This design comes from an exercise in tuning for small area and few clock cycles on the open sky130 flow, not from production work.
In this exercise RTL edits were held to simulation tests only and were not proved equivalent to the original.

## flow/design.v (module list and top-level ports; edited modules follow where they fit)
// module iqfir_lane: 2044 lines
// module iqfir_resid: 91 lines
// module iqfir_slicer: 205 lines
// module iq_fir_qpsk_slicer: 128 lines
module iq_fir_qpsk_slicer (
  input  logic                                 clk,
  input  logic                                 rst,
  input  logic                                 s_tvalid,
  output logic                                 s_tready,
  input  logic [iqfir_pkg::IN_TDATA_W-1:0]     s_tdata,
  output logic                                 m_tvalid,
  input  logic                                 m_tready,
  output logic [iqfir_pkg::OUT_TDATA_W-1:0]    m_tdata,
  output logic                                 m_tuser,
  input  logic                                 cfg_valid,
  output logic                                 cfg_ready,
  input  logic [iqfir_pkg::CFG_IDX_W-1:0]      cfg_index,
  input  logic [iqfir_pkg::WEIGHT_W-1:0]       cfg_data
);
  // ...
==> flow/flow/run.sh <==
#!/bin/bash
# Layout flow: the standard synthesis, then an inverter cleanup around the full adders
# (flow/polfix.py, checked equivalent with ABC's cec before it is used), then the standard
# layout steps. Each tool writes its full output to its own log file here.
set -euo pipefail
RES=$PWD/orfs/results/$FLOW_PLATFORM/iq_fir_qpsk_slicer/base
LIB=$FLOW_HOME/platforms/$FLOW_PLATFORM/lib/sky130_fd_sc_hd__tt_025C_1v80.lib

bash standard.sh "$RES/1_2_yosys.v" > std_synth.log 2>&1

cp "$RES/1_2_yosys.v" yosys_orig.v
if python3 flow/polfix.py yosys_orig.v yosys_pol.v > polfix.log 2>&1; then
  for n in orig pol; do
    yosys -q -p "read_liberty -ignore_miss_func $LIB; read_verilog yosys_$n.v; hierarchy -top $FLOW_TOP; flatten; proc; opt_clean; techmap; opt -fast; dffunmap; write_blif -gates $n.blif" > yosys_blif_$n.log 2>&1
  done
  yosys-abc -c "cec orig.blif pol.blif" > cec.log 2>&1 || true
  if grep -q "Networks are equivalent" cec.log; then
    cp yosys_pol.v "$RES/1_2_yosys.v"
    echo "using the cleaned netlist" >> polfix.log
  else
    echo "cec did not prove equivalence; keeping the standard netlist" >> polfix.log
  fi
  rm -f orig.blif pol.blif
fi

# smallest buffer on each port (the standard flow picks a larger delay cell)
export BUFFER_PORTS_ARGS="-buffer_cell sky130_fd_sc_hd__buf_1"
export CTS_ARGS="-sink_clustering_enable -repair_clock_nets -dont_use_dummy_load -buf_list {sky130_fd_sc_hd__clkbuf_4 sky130_fd_sc_hd__clkbuf_8}"
bash standard.sh > std_layout.log 2>&1
==> flow/flow/polfix.py <==
#!/usr/bin/env python3
"""Inverter cleanup around full adders in a flat gate-level netlist (Yosys output).

A full adder is self-dual: FA(~a, ~b, ~c) = (~sum, ~cout). Synthesis leaves inverters between
chained sky130 fa cells; this script chooses for each fa cell whether to implement it on
complemented signals so that as few inverters as possible are needed (simulated annealing,
then a greedy pass); an xor2/xnor2 that drives such a signal may swap to the other kind
instead of needing an inverter. It then rebuilds the inverters: at most one per signal and
polarity.  Usage: polfix.py IN.v OUT.v"""
import re
import sys
import random

OUT_PINS = {"X", "Y", "Q", "Q_N", "SUM", "COUT", "HI", "LO"}
INV_RE = re.compile(r"^sky130_fd_sc_hd__(inv|clkinv)_\d+$")
FA_RE = re.compile(r"^sky130_fd_sc_hd__fa_\d+$")
XOR_RE = re.compile(r"^sky130_fd_sc_hd__(xor2|xnor2)_(\d+)$")
FA_IN = ("A", "B", "CIN")
FA_OUT = ("SUM", "COUT")

src = open(sys.argv[1]).read()
m = re.search(r"\bmodule\b.*?;", src, re.S)
body_start = m.end()
end = src.rindex("endmodule")

# ports
ports = set()
for d in re.finditer(r"^\s*(input|output|inout)\s+(?:wire\s+)?(\[[^\]]*\]\s*)?([^;]+);", src, re.M):
    for nm in d.group(3).split(","):
        nm = nm.strip()
        if d.group(2):
            a, b = [int(x) for x in d.group(2).strip()[1:-1].split(":")]
            for i in range(min(a, b), max(a, b) + 1):
                ports.add(f"{nm}[{i}]")
        ports.add(nm)
out_ports = set()
for d in re.finditer(r"^\s*output\s+(?:wire\s+)?(\[[^\]]*\]\s*)?([^;]+);", src, re.M):
    for nm in d.group(2).split(","):
        nm = nm.strip()
        if d.group(1):
            a, b = [int(x) for x in d.group(1).strip()[1:-1].split(":")]
            for i in range(min(a, b), max(a, b) + 1):
                out_ports.add(f"{nm}[{i}]")
        out_ports.add(nm)

if re.search(r"^\s*assign\b", src, re.M):
    sys.exit("netlist has assign statements; not handled")

inst_re = re.compile(r"^\s*(sky130_fd_sc_hd__\w+)\s+(\S+)\s*\((.*?)\);\s*$", re.S | re.M)
pin_re = re.compile(r"\.(\w+)\(\s*(.*?)\s*\)(?=\s*[,)]|\s*$)", re.S)
insts = []
for mm in inst_re.finditer(src, body_start, end):
    typ, name, body = mm.group(1), mm.group(2), mm.group(3)
    pins = {}
    for p in re.finditer(r"\.(\w+)\((.*?)\)\s*(,|$)", body, re.S):
        pins[p.group(1)] = p.group(2).strip()
    insts.append({"type": typ, "name": name, "pins": pins, "span": mm.span()})

def norm(n):
    return n.strip()

driver = {}
for i, it in enumerate(insts):
    for p, n in it["pins"].items():
        if p in OUT_PINS:
            driver[norm(n)] = (i, p)

is_inv = [bool(INV_RE.match(it["type"])) for it in insts]
is_fa = [bool(FA_RE.match(it["type"])) for it in insts]
# inverters that drive a port, or whose input is a constant, stay as ordinary gates
for i, it in enumerate(insts):
    if is_inv[i]:
        y = norm(it["pins"]["Y"]); a = norm(it["pins"]["A"])
        if y in ports or "'" in a:
            is_inv[i] = False

def root(n):
    """(root net, parity) of net n, following removable inverters."""
    par = 0
    seen = 0
    while n in driver and is_inv[driver[n][0]]:
        n = norm(insts[driver[n][0]]["pins"]["A"])
        par ^= 1
        seen += 1
        if seen > 1000:
            raise SystemExit("inverter loop")
    return n, par

# loads: every input pin of a non-removable cell, plus output ports
loads = []   # (inst index or -1 for port, pin, root, parity)
for i, it in enumerate(insts):
    if is_inv[i]:
        continue
    for p, n in it["pins"].items():
        if p in OUT_PINS:
            continue
        n = norm(n)
        if "'" in n:
            continue
        r, par = root(n)
        loads.append((i, p, r, par))
for n in out_ports:
    if n in driver and is_inv[driver[n][0]]:
        pass  # cannot happen (port-driving inverters are kept)

# root -> driving fa (if any)
root_fa = {}
for i, it in enumerate(insts):
    if is_fa[i]:
        for p in FA_OUT:
            root_fa[norm(it["pins"][p])] = i
root_xor = {}
for i, it in enumerate(insts):
    if XOR_RE.match(it["type"]):
        n = norm(it["pins"].get("X", it["pins"].get("Y", "")))
        if n and n not in out_ports:
            root_xor[n] = i
loads_of = {}
for k, (i, p, r, par) in enumerate(loads):
    loads_of.setdefault(r, []).append(k)
# port nets that are roots need their true value
port_need = {r for r in out_ports if r in driver}

o = [0] * len(insts)

def need_of(r):
    need = set()
    for k in loads_of.get(r, []):
        i, p, _, par = loads[k]
        need.add(par ^ (o[i] if is_fa[i] else 0))
    if r in port_need:
        need.add(0)
    return need

def phys_of(r, need):
    if r in root_fa:
        return o[root_fa[r]]
    if r in root_xor:
        return 1 if need == {1} else 0
    return 0

def cost_root(r):
    need = need_of(r)
    return 1 if (need - {phys_of(r, need)}) else 0

roots = set(loads_of) | set(root_fa)
total = sum(cost_root(r) for r in roots)
fa_roots = {}
for i, it in enumerate(insts):
    if is_fa[i]:
        rs = set(norm(it["pins"][p]) for p in FA_OUT)
        for p in FA_IN:
            n = norm(it["pins"][p])
            if "'" not in n:
                rs.add(root(n)[0])
        fa_roots[i] = rs
start = total
import math
rnd = random.Random(1)
order = list(fa_roots)
best = total
best_o = list(o)
steps = 200 * max(1, len(order))
T0, T1 = 2.0, 0.05
for step in range(steps):
    T = T0 * (T1 / T0) ** (step / steps)
    i = order[rnd.randrange(len(order))]
    before = sum(cost_root(r) for r in fa_roots[i])
    o[i] ^= 1
    after = sum(cost_root(r) for r in fa_roots[i])
    d = after - before
    if d <= 0 or rnd.random() < math.exp(-d / T):
        total += d
        if total < best:
            best = total
            best_o = list(o)
    else:
        o[i] ^= 1
o = best_o
total = best
improved = True
while improved:
    improved = False
    for i in order:
        before = sum(cost_root(r) for r in fa_roots[i])
        o[i] ^= 1
        after = sum(cost_root(r) for r in fa_roots[i])
        if after < before:
            total += after - before
            improved = True
        else:
            o[i] ^= 1

# rebuild
cnt = [0]
def newnet(base):
    cnt[0] += 1
    return f"_pol{cnt[0]}_"
new_wires = []
new_insts = []
net_of = {}   # (root, parity) -> net name
xor_flip = set()
for r in roots:
    need = need_of(r)
    phys = phys_of(r, need)
    if r in root_xor and phys == 1:
        xor_flip.add(root_xor[r])
    if phys == 0:
        net_of[(r, 0)] = r
        if 1 in need:
            nn = newnet(r); new_wires.append(nn)
            new_insts.append(("sky130_fd_sc_hd__inv_1", r, nn))
            net_of[(r, 1)] = nn
    else:
        pn = newnet(r); new_wires.append(pn)
        net_of[(r, 1)] = pn
        if 0 in need:
            new_insts.append(("sky130_fd_sc_hd__inv_1", pn, r))
            net_of[(r, 0)] = r

def esc(v):
    return v + " " if v.startswith("\\") else v

pos = 0
body_text = src
pieces = []
last = 0
for i, it in enumerate(insts):
    s, e = it["span"]
    pieces.append(src[last:s])
    last = e
    if is_inv[i]:
        continue
    pins = dict(it["pins"])
    for p, n in it["pins"].items():
        nn = norm(n)
        if p in OUT_PINS:
            if (is_fa[i] and o[i]) or i in xor_flip:
                pins[p] = net_of[(nn, 1)]
            continue
        if "'" in nn:
            continue
        r, par = root(nn)
        need = par ^ (o[i] if is_fa[i] else 0)
        pins[p] = net_of[(r, need)]
    typ = it["type"]
    if i in xor_flip:
        mm = XOR_RE.match(typ)
        typ = f"sky130_fd_sc_hd__{'xnor2' if mm.group(1) == 'xor2' else 'xor2'}_{mm.group(2)}"
        pins = {("Y" if k == "X" else "X" if k == "Y" else k): v for k, v in pins.items()}
    txt = f"  {typ} {it['name']} (\n" + ",\n".join(f"    .{p}({esc(v)})" for p, v in pins.items()) + "\n  );"
    pieces.append(txt)
pieces.append(src[last:end])
decl = "".join(f"  wire {w};\n" for w in new_wires)
invs = "".join(f"  sky130_fd_sc_hd__inv_1 _polinv{k}_ (\n    .A({esc(a)}),\n    .Y({esc(y)})\n  );\n"
               for k, (t, a, y) in enumerate(new_insts))
res = src[:body_start] + "\n" + decl + "".join(pieces)[len(src[:body_start]):] + invs + src[end:]
open(sys.argv[2], "w").write(res)
ninv_before = sum(1 for i, it in enumerate(insts) if INV_RE.match(it["type"]))
ninv_kept = sum(1 for i, it in enumerate(insts) if INV_RE.match(it["type"]) and not is_inv[i])
print(f"polfix: fa {sum(is_fa)}, flipped {sum(o)}, inverters {ninv_before} -> {ninv_kept + len(new_insts)} (cost {start} -> {total})")
==> flow/standard.sh <==
#!/bin/bash
# synth_recipe.tcl (not shown) runs the flow's synth.tcl, then flattens the netlist and writes it again
# the make line also repeats each setting of config.mk as NAME=value (left out here)
make -C /OpenROAD-flow-scripts/flow DESIGN_CONFIG=/design/flow/config.mk WORK_HOME=/design/flow/orfs CLKGATE_MAP_FILE= SYNTH_SCRIPT=/design/flow/synth_recipe.tcl "${@:-finish}"
==> flow/config.mk <==
export PLATFORM = sky130hd
export DESIGN_NAME = iq_fir_qpsk_slicer
export DESIGN_NICKNAME = iq_fir_qpsk_slicer
export VERILOG_FILES = /design/flow/design.v
export SDC_FILE = /design/flow/constraint.sdc
export NUM_CORES = 4
export LEC_CHECK = 0
export CAP_MARGIN = 20
export CORE_MARGIN = 2
export CORE_UTILIZATION = 40
export SLEW_MARGIN = 20
==> flow/constraint.sdc <==
create_clock -name core_clock -period 7.5 [get_ports {clk}]
set_input_delay 1.5000 -clock core_clock [delete_from_list [all_inputs] [get_ports {clk}]]
set_output_delay 1.5000 -clock core_clock [all_outputs]
set_load 0.01 [all_outputs]
==> impl_metrics.env, run 1 <==
export IMPL_crit_cells=19
export IMPL_routabilityCongestion=0.943
export IMPL_status="finished clean"
export IMPL_worstSkewPairLatency_ns=0.73
export IMPL_stdcell_area_um2=52100
export IMPL_tns_ns=0
export IMPL_crit_path_max_incr_delay_ns=0.65
export IMPL_worst_r2r_endpoint="s1_sum_q[22]$_DFFE_PN_"
export IMPL_detail_route_wl_per_cell_um=25.9
export IMPL_dp_hpwl_mm=125
export IMPL_io_buffers=230
export IMPL_dp_slack_ns=-0.133
export IMPL_setup_slack_ns=0.239
export IMPL_synth_area_um2=48200
export IMPL_core_area_um2=120000
export IMPL_comb_multi_input_count=3501
export IMPL_multi_input_area_share_pct=67.6
export IMPL_cts_root_buf="clkbuf_8"
export IMPL_crit_arrival_ns=7.73
export IMPL_antenna_found_initial=2
export IMPL_cp_max_fo=32
export IMPL_path_clk_slew_ns=0.05
export IMPL_min_path_cells=0
export IMPL_drtAntennaViolNets=0
export IMPL_use_met1_pct=35.1
export IMPL_hp_start="s1_tag[13]$_DFFE_PN_"
export IMPL_gr_usage_met3_pct=7.01
export IMPL_cts_max_level=3
export IMPL_cp_required_ns=7.97
export IMPL_grt_usage_pct=25.7
export IMPL_crit_top_cell="fa_1"
export IMPL_grt_overflow_total=0
export IMPL_route_met2_wl_mm=71.2
export IMPL_die_w_um=351
export IMPL_cts_sinks=374
export IMPL_slew_violations=0
Testbench counts, summed over its fixed seeds: cycles 16,400.
==> run 2, diff against run 1 <==
--- a/flow/flow/run.sh
+++ b/flow/flow/run.sh
@@ -24,5 +24,6 @@
 fi
 
-# smallest buffer on each port (the standard flow picks a larger delay cell)
+# smallest buffer on each port (the standard flow picks a larger delay cell); clock tree
+# from small clock buffers, without the dummy loads CTS adds for balancing
 export BUFFER_PORTS_ARGS="-buffer_cell sky130_fd_sc_hd__buf_1"
 export CTS_ARGS="-sink_clustering_enable -repair_clock_nets -dont_use_dummy_load -buf_list {sky130_fd_sc_hd__clkbuf_4 sky130_fd_sc_hd__clkbuf_8}"
==> run 2 against run 1 <==
Against the previous run: register-to-register slack improved by 0.05 ns; worst setup slack improved by 0.045 ns; clock skew down 0.024 ns; critical endpoint is now s1_sum_i[25]$_DFFE_PN_; largest cell class unchanged.
==> impl_metrics.env, run 2 <==
export IMPL_post_dp_cell_area_um2=51100
export IMPL_slew_headroom_pct=27.2
export IMPL_routabilityCongestion=0.944
export IMPL_worstSkewPairLatency_ns=0.77
export IMPL_n_fill_cell=11389
export IMPL_cp_max_fo=11
export IMPL_instances_no_fill=6135
export IMPL_cp_required_ns=8.08
export IMPL_setup_viol=0
export IMPL_tightest_slew_ns=1.08
export IMPL_cpMaxStageDelayCell="fa_1"
export IMPL_tritoncts="yes"
export IMPL_startpoint_type="register"
export IMPL_final_cell_mix="718 x fa_1, 638 x a22oi_1, 588 x xnor2_1"
export IMPL_viasPerCell=5.94
export IMPL_clock_skew_ns=0.0555
export IMPL_die_w_um=351
export IMPL_synthCells=4457
export IMPL_hold_path_class="reg -> reg"
export IMPL_cts_sinks=374
export IMPL_drv_cap=0
export IMPL_dp_cells=6055
export IMPL_io_pins=236
export IMPL_clockBufferDepth=3
export IMPL_cts_hold_buf=0
export IMPL_cts_max_level=3
export IMPL_regMostFlops="digits"
export IMPL_setup_slack_ns=0.284
export IMPL_worstSetupPathType="reg -> reg"
export IMPL_final_common_cell="fa_1"
export IMPL_finish_utilization_pct=43.6
export IMPL_rows=127
export IMPL_hold_ws_ns=0.402
export IMPL_largest_reg_flops=60
export IMPL_stdcell_area_um2=52100
export IMPL_path_clk_slew_ns=0.05
export IMPL_yosys_warnings=1
export IMPL_fmax_ghz=0.139
export IMPL_largestRegisters="digits: 60 flops, o_tag: 31 flops, s1_tag: 31 flops"
export IMPL_status="finished clean"
export IMPL_cts_resized=0
export IMPL_vias=36462
export IMPL_wl_mm=158
export IMPL_drive_gt1_share_pct=8.61
export IMPL_cts_made_buffers=77
export IMPL_area_delta_synth_final_pct=8.20
export IMPL_core_area_um2=120000
export IMPL_drtAntennaViolNets=0
export IMPL_grt_usage_pct=25.5
export IMPL_antenna_found_initial=2
export IMPL_rsz0062_at_grt="false"
export IMPL_crit_arrival_ns=7.80
export IMPL_drc_errors=0
export IMPL_crit_top_cell="fa_1"
export IMPL_crit_path_end_kind="register"
export IMPL_io_buffers=230
export IMPL_crit_path_max_incr_delay_ns=0.60
export IMPL_postCtsSetupBuffers=0
export IMPL_grt_pass1_vias=37158
export IMPL_min_period_over_period_pct=96.2
export IMPL_detail_route_wl_per_cell_um=25.7
export IMPL_slew_violations=0
export IMPL_dp_slack_ns=-0.131
export IMPL_die_h_um=351
export IMPL_synth_area_per_cell_um2=10.8
export IMPL_worstPathCellList="and2_1, buf_4, a22oi_1, xnor2_1, fa_1, fa_1, fa_1, fa_1, fa_1, fa_1, fa_1, ha_1, and4_1, o211ai_1, o211ai_1, a2111oi_1, buf_4, o211ai_1, and3_1, a221o_1, a21oi_1"
export IMPL_firstDrtPassIters=6
export IMPL_dp_hpwl_mm=124
export IMPL_final_hold_viol_count=0
export IMPL_grt_max_degree=159
export IMPL_grt_overflow_total=0
export IMPL_nets=5494
export IMPL_grt_pass1_wl_mm=236
export IMPL_drt_iter0_markers=3933
export IMPL_period_minus_slack_ns=7.22
export IMPL_start_util_pct=40.3
export IMPL_cts_root_buf="clkbuf_8"
export IMPL_synth_area_um2=48200
export IMPL_die_area_um2=123000
-- run 2: cell count changes in the layout (fill, tap and decap cells not counted), sizes merged --
cell	change
clkbuf	+6
buf	-4
diode	+1
-- run 2: worst max-delay path: cells and delay by family, from the launching register on --
| family | cells | cell delay, ns |
|---|---|---|
| adder cells (fa/ha/maj) | 8 | 3.82 |
| AO/OA/AOI/OAI | 7 | 1.33 |
| AND/OR/NAND/NOR | 3 | 0.83 |
| buffers and inverters | 2 | 0.45 |
| flip-flops | 1 | 0.39 |
| XOR/XNOR | 1 | 0.23 |
-- run 2: stage by stage --
step / TNS (ns)
global route: 0
global placement: -0.378
detailed placement: -0.218
floorplan: 0
finish: 0
CTS: 0
-- run 2: area by class of cell --
class                      instances  area (µm²)  area share, %
clock buffer                      77        1060           2.03
tap                             1612        2020           3.87
antenna                            3        7.51         0.0144
sequential                       374       10600           20.3
timing repair buffer             455        2800           5.36
inverter                         113         433          0.830
multi-input combinational       3501       35200           67.6
-- run 2: worst paths after layout --
check / startpoint / to / slack, ns / cells after the start
worst min register to register: s1_tag[10]$_DFFE_PN_ / o_tag[10]$_DFFE_PN_ / 0.40 / 0
worst min-delay path: s1_tag[10]$_DFFE_PN_ / o_tag[10]$_DFFE_PN_ / 0.40 / 0
worst max-delay path: fill[1]$_SDFFE_PP0P_ / s1_sum_i[25]$_DFFE_PN_ / 0.28 / 21
worst max register to register: fill[1]$_SDFFE_PP0P_ / s1_sum_i[25]$_DFFE_PN_ / 0.28 / 21
-- run 2: metal layers --
metal / up-vias / wire length (µm) / track usage [%]
li1: 15757 / - / -
met1: 18576 / 66400 / 35.1
met2: 1853 / 70800 / 39.7
met3: 276 / 15200 / 5.58
met4: 0 / 5220 / 8.79
met5: - / 0 / 0

## what the ideal ports hide
The flow's constraints put no driver on any port. The routed layouts listed below were extracted and timed again, unchanged, in two steps.
Step 1, drivers: a clkbuf_16 drives clk and a buf_2 each remaining input, both assumed.
Step 2 times the ports against the registers' clock, not the clock port: input delays grow and output delays shrink by t, the midpoint of the rising clock arrivals with the driver on.
a / b / c = no drivers / after step 1 / after step 2; a / b = the first two.
run	t (ns)	setup WS [ns]	worst data-port slew with drivers (ns)
run 1	0.760	0.239 / 0.239 / -0.175	0.09
run 2	0.816	0.284 / 0.284 / -0.131	0.11
Met with ideal ports but missed after step 2: setup timing in run 1 and run 2. The setup slack of run 2, which loses most, moves by 0.000 ns with the drivers and by -0.415 ns with both steps.
